Context: an optimization exercise on an open-source flow, tuned for small area, a short achievable clock period and few clock cycles. The choices shown serve that exercise and are no tape-out recipe.
At most, simulation tests tie the RTL to the original design; equivalence was not proved.
No activity file was given, so power comes from the tool's default toggle rates.

==> module frame_loader, before the edit <==
module frame_loader #(
    parameter int H_RES   = 640,
    parameter int V_RES   = 480,
    parameter int BPP     = 1,
    parameter int RAM_LAT = 1,
    parameter int ADDR_W  = 9,
    parameter int COORD_W = 11
) (
    input  logic           CLOCK_50,
    input  logic           reset_n,
    input  logic           start,
    input  logic           abort,
    input  logic           mirror,
    output logic           busy,
    output logic           done,
    output logic [ADDR_W-1:0]    read_addr,
    input  logic [H_RES*BPP-1:0] q,
    output logic [COORD_W-1:0]   pix_x,
    output logic [COORD_W-1:0]   pix_y,
    output logic [BPP-1:0]       pix_color,
    output logic                 pix_valid,
    input  logic                 pix_ready
);
    localparam int CW = 10;
    localparam int NC = 32;           
    localparam int NG = H_RES / NC;   
    localparam logic [CW-1:0]     X_LAST = H_RES - 1;
    localparam logic [ADDR_W-1:0] Y_LAST = V_RES - 1;
    localparam logic [CW-1:0]     PRE_FWD = '1;
    localparam logic [CW-1:0]     PRE_REV = H_RES;
    logic              busy_q, done_q, valid_q, wait_q, prime_q, first_q;
    logic [ADDR_W-1:0] y_q;
    logic              mirror_q, last_q, color_q;
    logic [CW-1:0]     x_q;
    logic [NG-1:0]     grp_n;
    logic [3:0]        lo_q;      
    logic [7:0]        hi_q;      
    logic [4:0]        g_q;       
    logic hs, row_start, step, fill, mir;
    assign hs        = valid_q && pix_ready;
    assign row_start = !busy_q || hs && last_q;    
    assign step      = first_q || hs && !last_q;   
    assign fill      = prime_q || step;            
    assign mir       = busy_q ? mirror_q : mirror;
    logic [CW-1:0] x_next, x_next2;
    assign x_next  = mirror_q ? x_q - 1'b1 : x_q + 1'b1;
    assign x_next2 = mirror_q ? x_q - 2'd2 : x_q + 2'd2;
    logic [NC-1:0] csel;
    logic [NG-1:0] grp_d;
    always_comb
        for (int k = 0; k < NC; k++) csel[k] = lo_q[k % 4] && hi_q[k / 4];
    for (genvar j = 0; j < NG; j++) begin : g_grp
        fl_grp u (.d(q[NC*j +: NC]), .sel(csel), .y_n(grp_d[j]));
    end
    logic [NG-1:0] gsel;
    logic          pix_d;
    always_comb
        for (int j = 0; j < NG; j++) gsel[j] = g_q == 5'(j);
    assign pix_d = |(~grp_n & gsel);
    always_ff @(posedge CLOCK_50 or negedge reset_n) begin
        if (!reset_n) begin
            busy_q  <= 1'b0;
            done_q  <= 1'b0;
            valid_q <= 1'b0;
            wait_q  <= 1'b0;
            prime_q <= 1'b0;
            first_q <= 1'b0;
            y_q     <= '0;
        end else begin
            done_q <= 1'b0;
            if (!busy_q) begin
                if (start && !abort && !done_q) busy_q <= 1'b1;
                prime_q <= 1'b1;
            end else if (abort) begin
                busy_q  <= 1'b0;
                valid_q <= 1'b0;
                wait_q  <= 1'b0;
                prime_q <= 1'b0;
                first_q <= 1'b0;
                y_q     <= '0;
            end else if (valid_q) begin
                if (pix_ready && last_q) begin
                    valid_q <= 1'b0;
                    if (y_q == Y_LAST) begin
                        busy_q <= 1'b0;
                        done_q <= 1'b1;
                        y_q    <= '0;
                    end else begin
                        wait_q <= 1'b1;
                        y_q    <= y_q + 1'b1;
                    end
                end
            end else if (wait_q) begin
                wait_q  <= 1'b0;
                prime_q <= 1'b1;
            end else if (prime_q) begin
                prime_q <= 1'b0;
                first_q <= 1'b1;
            end else if (first_q) begin
                first_q <= 1'b0;
                valid_q <= 1'b1;
            end
        end
    end
    always_ff @(posedge CLOCK_50) begin
        if (!busy_q) mirror_q <= mirror;
        if (row_start) begin
            x_q    <= mir ? PRE_REV : PRE_FWD;
            last_q <= 1'b0;
            g_q    <= mir ? 5'(NG - 1) : 5'd0;
        end else if (step) begin
            x_q     <= x_next;
            last_q  <= x_next == (mirror_q ? '0 : X_LAST);
            g_q     <= x_next2[9:5];
            color_q <= pix_d;
        end
        if (row_start) begin
            lo_q <= mir ? 4'b1000 : 4'b0001;
            hi_q <= mir ? 8'h80 : 8'h01;
        end else if (fill) begin
            lo_q <= mirror_q ? {lo_q[0], lo_q[3:1]} : {lo_q[2:0], lo_q[3]};
            if (mirror_q ? lo_q[0] : lo_q[3])
                hi_q <= mirror_q ? {hi_q[0], hi_q[7:1]} : {hi_q[6:0], hi_q[7]};
        end
        if (fill) grp_n <= grp_d;
    end
    assign busy      = busy_q;
    assign done      = done_q;
    assign read_addr = y_q;
    assign pix_x     = {{(COORD_W-CW){1'b0}}, x_q};
    assign pix_y     = {{(COORD_W-ADDR_W){1'b0}}, y_q};
    assign pix_color = color_q;
    assign pix_valid = valid_q;
endmodule
export LEC_CHECK = 0
export CAP_MARGIN = 20
export CORE_AREA = 5 5 235 235
export DIE_AREA = 0 0 240 240
export SETUP_SLACK_MARGIN = 3.0
export SLEW_MARGIN = 20
export SYNTH_HIERARCHICAL = 1
export SYNTH_MINIMUM_KEEP_SIZE = 0
export BUFFER_PORTS_ARGS = -buffer_cell sky130_fd_sc_hd__buf_1
export IO_CONSTRAINTS = /design/flow/flow/io.tcl
create_clock -name core_clock -period 5.0 [get_ports {CLOCK_50}]
standard.sh (not shown) runs the stock make flow with config.mk's settings and CLKGATE_MAP_FILE= SYNTH_SCRIPT=/design/flow/synth_recipe.tcl, a recipe that flattens the netlist after the stock synthesis.
==> flow/flow/run.sh <==
#!/bin/bash
# The standard layout (standard.sh) with two changes to how it is made:
# every port is buffered by the smallest buffer, sky130_fd_sc_hd__buf_1,
# instead of the one buffer_ports picks; and the q pins are placed in bit
# order (flow/io.tcl) so that each 32-bit group of the colour select sits
# together on one edge.
set -euo pipefail
echo 'export BUFFER_PORTS_ARGS = -buffer_cell sky130_fd_sc_hd__buf_1' >> config.mk
echo "export IO_CONSTRAINTS = $PWD/flow/io.tcl" >> config.mk
if [[ -f flow/extra.mk ]]; then cat flow/extra.mk >> config.mk; fi
bash standard.sh > standard.log 2>&1
==> flow/flow/io.tcl <==
# q pins in bit order, 160 to a side, so each 32-bit group of the colour
# select sits together on one edge
set sides {bottom right top left}
for {set s 0} {$s < 4} {incr s} {
  set names {}
  for {set i [expr {$s * 160}]} {$i < [expr {($s + 1) * 160}]} {incr i} {
    lappend names "q\[$i\]"
  }
  set_io_pin_constraint -region [lindex $sides $s]:* -pin_names $names -group -order
}
Testbench counts at the start, summed over its fixed seeds: cycles 4,938,256.
Edit:
--- a/flow/design.v
+++ b/flow/design.v
@@ -38,4 +38,5 @@
     logic [4:0]        g_q;       
     logic hs, row_start, step, fill, mir;
+    logic pix_d;
     assign hs        = valid_q && pix_ready;
     assign row_start = !busy_q || hs && last_q;    
@@ -43,7 +44,25 @@
     assign fill      = prime_q || step;            
     assign mir       = busy_q ? mirror_q : mirror;
-    logic [CW-1:0] x_next, x_next2;
-    assign x_next  = mirror_q ? x_q - 1'b1 : x_q + 1'b1;
-    assign x_next2 = mirror_q ? x_q - 2'd2 : x_q + 2'd2;
+    logic [CW-1:0] x_next, x_next2, x_step;
+    logic [CW-1:0] x_t, x_c1, x_c2;
+    assign x_t = x_q ^ {CW{mirror_q}};
+    always_comb begin
+        x_c1[0] = 1'b1;
+        x_c2[0] = 1'b0;
+        x_c2[1] = 1'b1;
+        for (int i = 1; i < CW; i++) x_c1[i] = x_c1[i-1] && x_t[i-1];
+        for (int i = 2; i < CW; i++) x_c2[i] = x_c2[i-1] && x_t[i-1];
+    end
+    assign x_next  = x_q ^ x_c1;
+    assign x_next2 = x_q ^ x_c2;
+    logic [CW-1:0] x_d;
+    logic          color_d;
+    logic [CW-1:0] x_pre;
+    assign x_pre = mir ? PRE_REV : PRE_FWD;
+    for (genvar i = 0; i < CW; i++) begin : g_xmux
+        fl_mux u_step (.s(step), .a(x_next[i]), .b(x_q[i]), .y(x_step[i]));
+        fl_mux u_row (.s(row_start), .a(x_pre[i]), .b(x_step[i]), .y(x_d[i]));
+    end
+    fl_mux u_cmux (.s(step), .a(pix_d), .b(color_q), .y(color_d));
     logic [NC-1:0] csel;
     logic [NG-1:0] grp_d;
@@ -54,5 +73,4 @@
     end
     logic [NG-1:0] gsel;
-    logic          pix_d;
     always_comb
         for (int j = 0; j < NG; j++) gsel[j] = g_q == 5'(j);
@@ -106,13 +124,12 @@
         if (!busy_q) mirror_q <= mirror;
         if (row_start) begin
-            x_q    <= mir ? PRE_REV : PRE_FWD;
             last_q <= 1'b0;
             g_q    <= mir ? 5'(NG - 1) : 5'd0;
         end else if (step) begin
-            x_q     <= x_next;
-            last_q  <= x_next == (mirror_q ? '0 : X_LAST);
+            last_q  <= x_q == (mirror_q ? 10'd1 : X_LAST - 1'b1);
             g_q     <= x_next2[9:5];
-            color_q <= pix_d;
         end
+        x_q     <= x_d;
+        color_q <= color_d;
         if (row_start) begin
             lo_q <= mir ? 4'b1000 : 4'b0001;
@@ -140,2 +157,10 @@
     assign y_n = !(|(d & sel));
 endmodule
+module fl_mux (
+    input  logic s,
+    input  logic a,
+    input  logic b,
+    output logic y
+);
+    assign y = s ? a : b;
+endmodule
Synthesized area decreases by 0.57%; wire length decreases by 2.2%; synthesized cell count decreases by 0.52%; total power decreases by 6.9%; setup slack is better by 50 ps; fmax increases by 2.4%; final cell count increases by 0.40%; clock power decreases by 11%; die area stays the same; count of clock-buffer cells in the layout increases by 2.
The RTL of the second run of this note was laid out without a check of its function.

-- what the ideal ports hide --
No port has a modelled driver above. Below, the same layouts with a new extraction and two added sets of constraints.
Step 1, drivers: a clkbuf_16 drives CLOCK_50 and a buf_2 each remaining input, both assumed.
Step 2 moves the port delays by t, midway between the first and last clock arrival at a register: inputs arrive t later, outputs are due t later. That takes back most of the time a late clock gives input paths.
a / b / c = ideal / step 1 / step 2; a / b = the first two.
run	t (ns)	setup slack, ns	worst slew at a driven data input, ns
the first run	0.403	2.888 / 2.842 / 2.662	0.13
the second run	0.370	2.938 / 2.938 / 2.689	0.08
After both steps setup and hold are still met in every run listed. The setup slack of the second run, which loses most, moves by 0.000 ns with the drivers and by -0.249 ns with both steps.
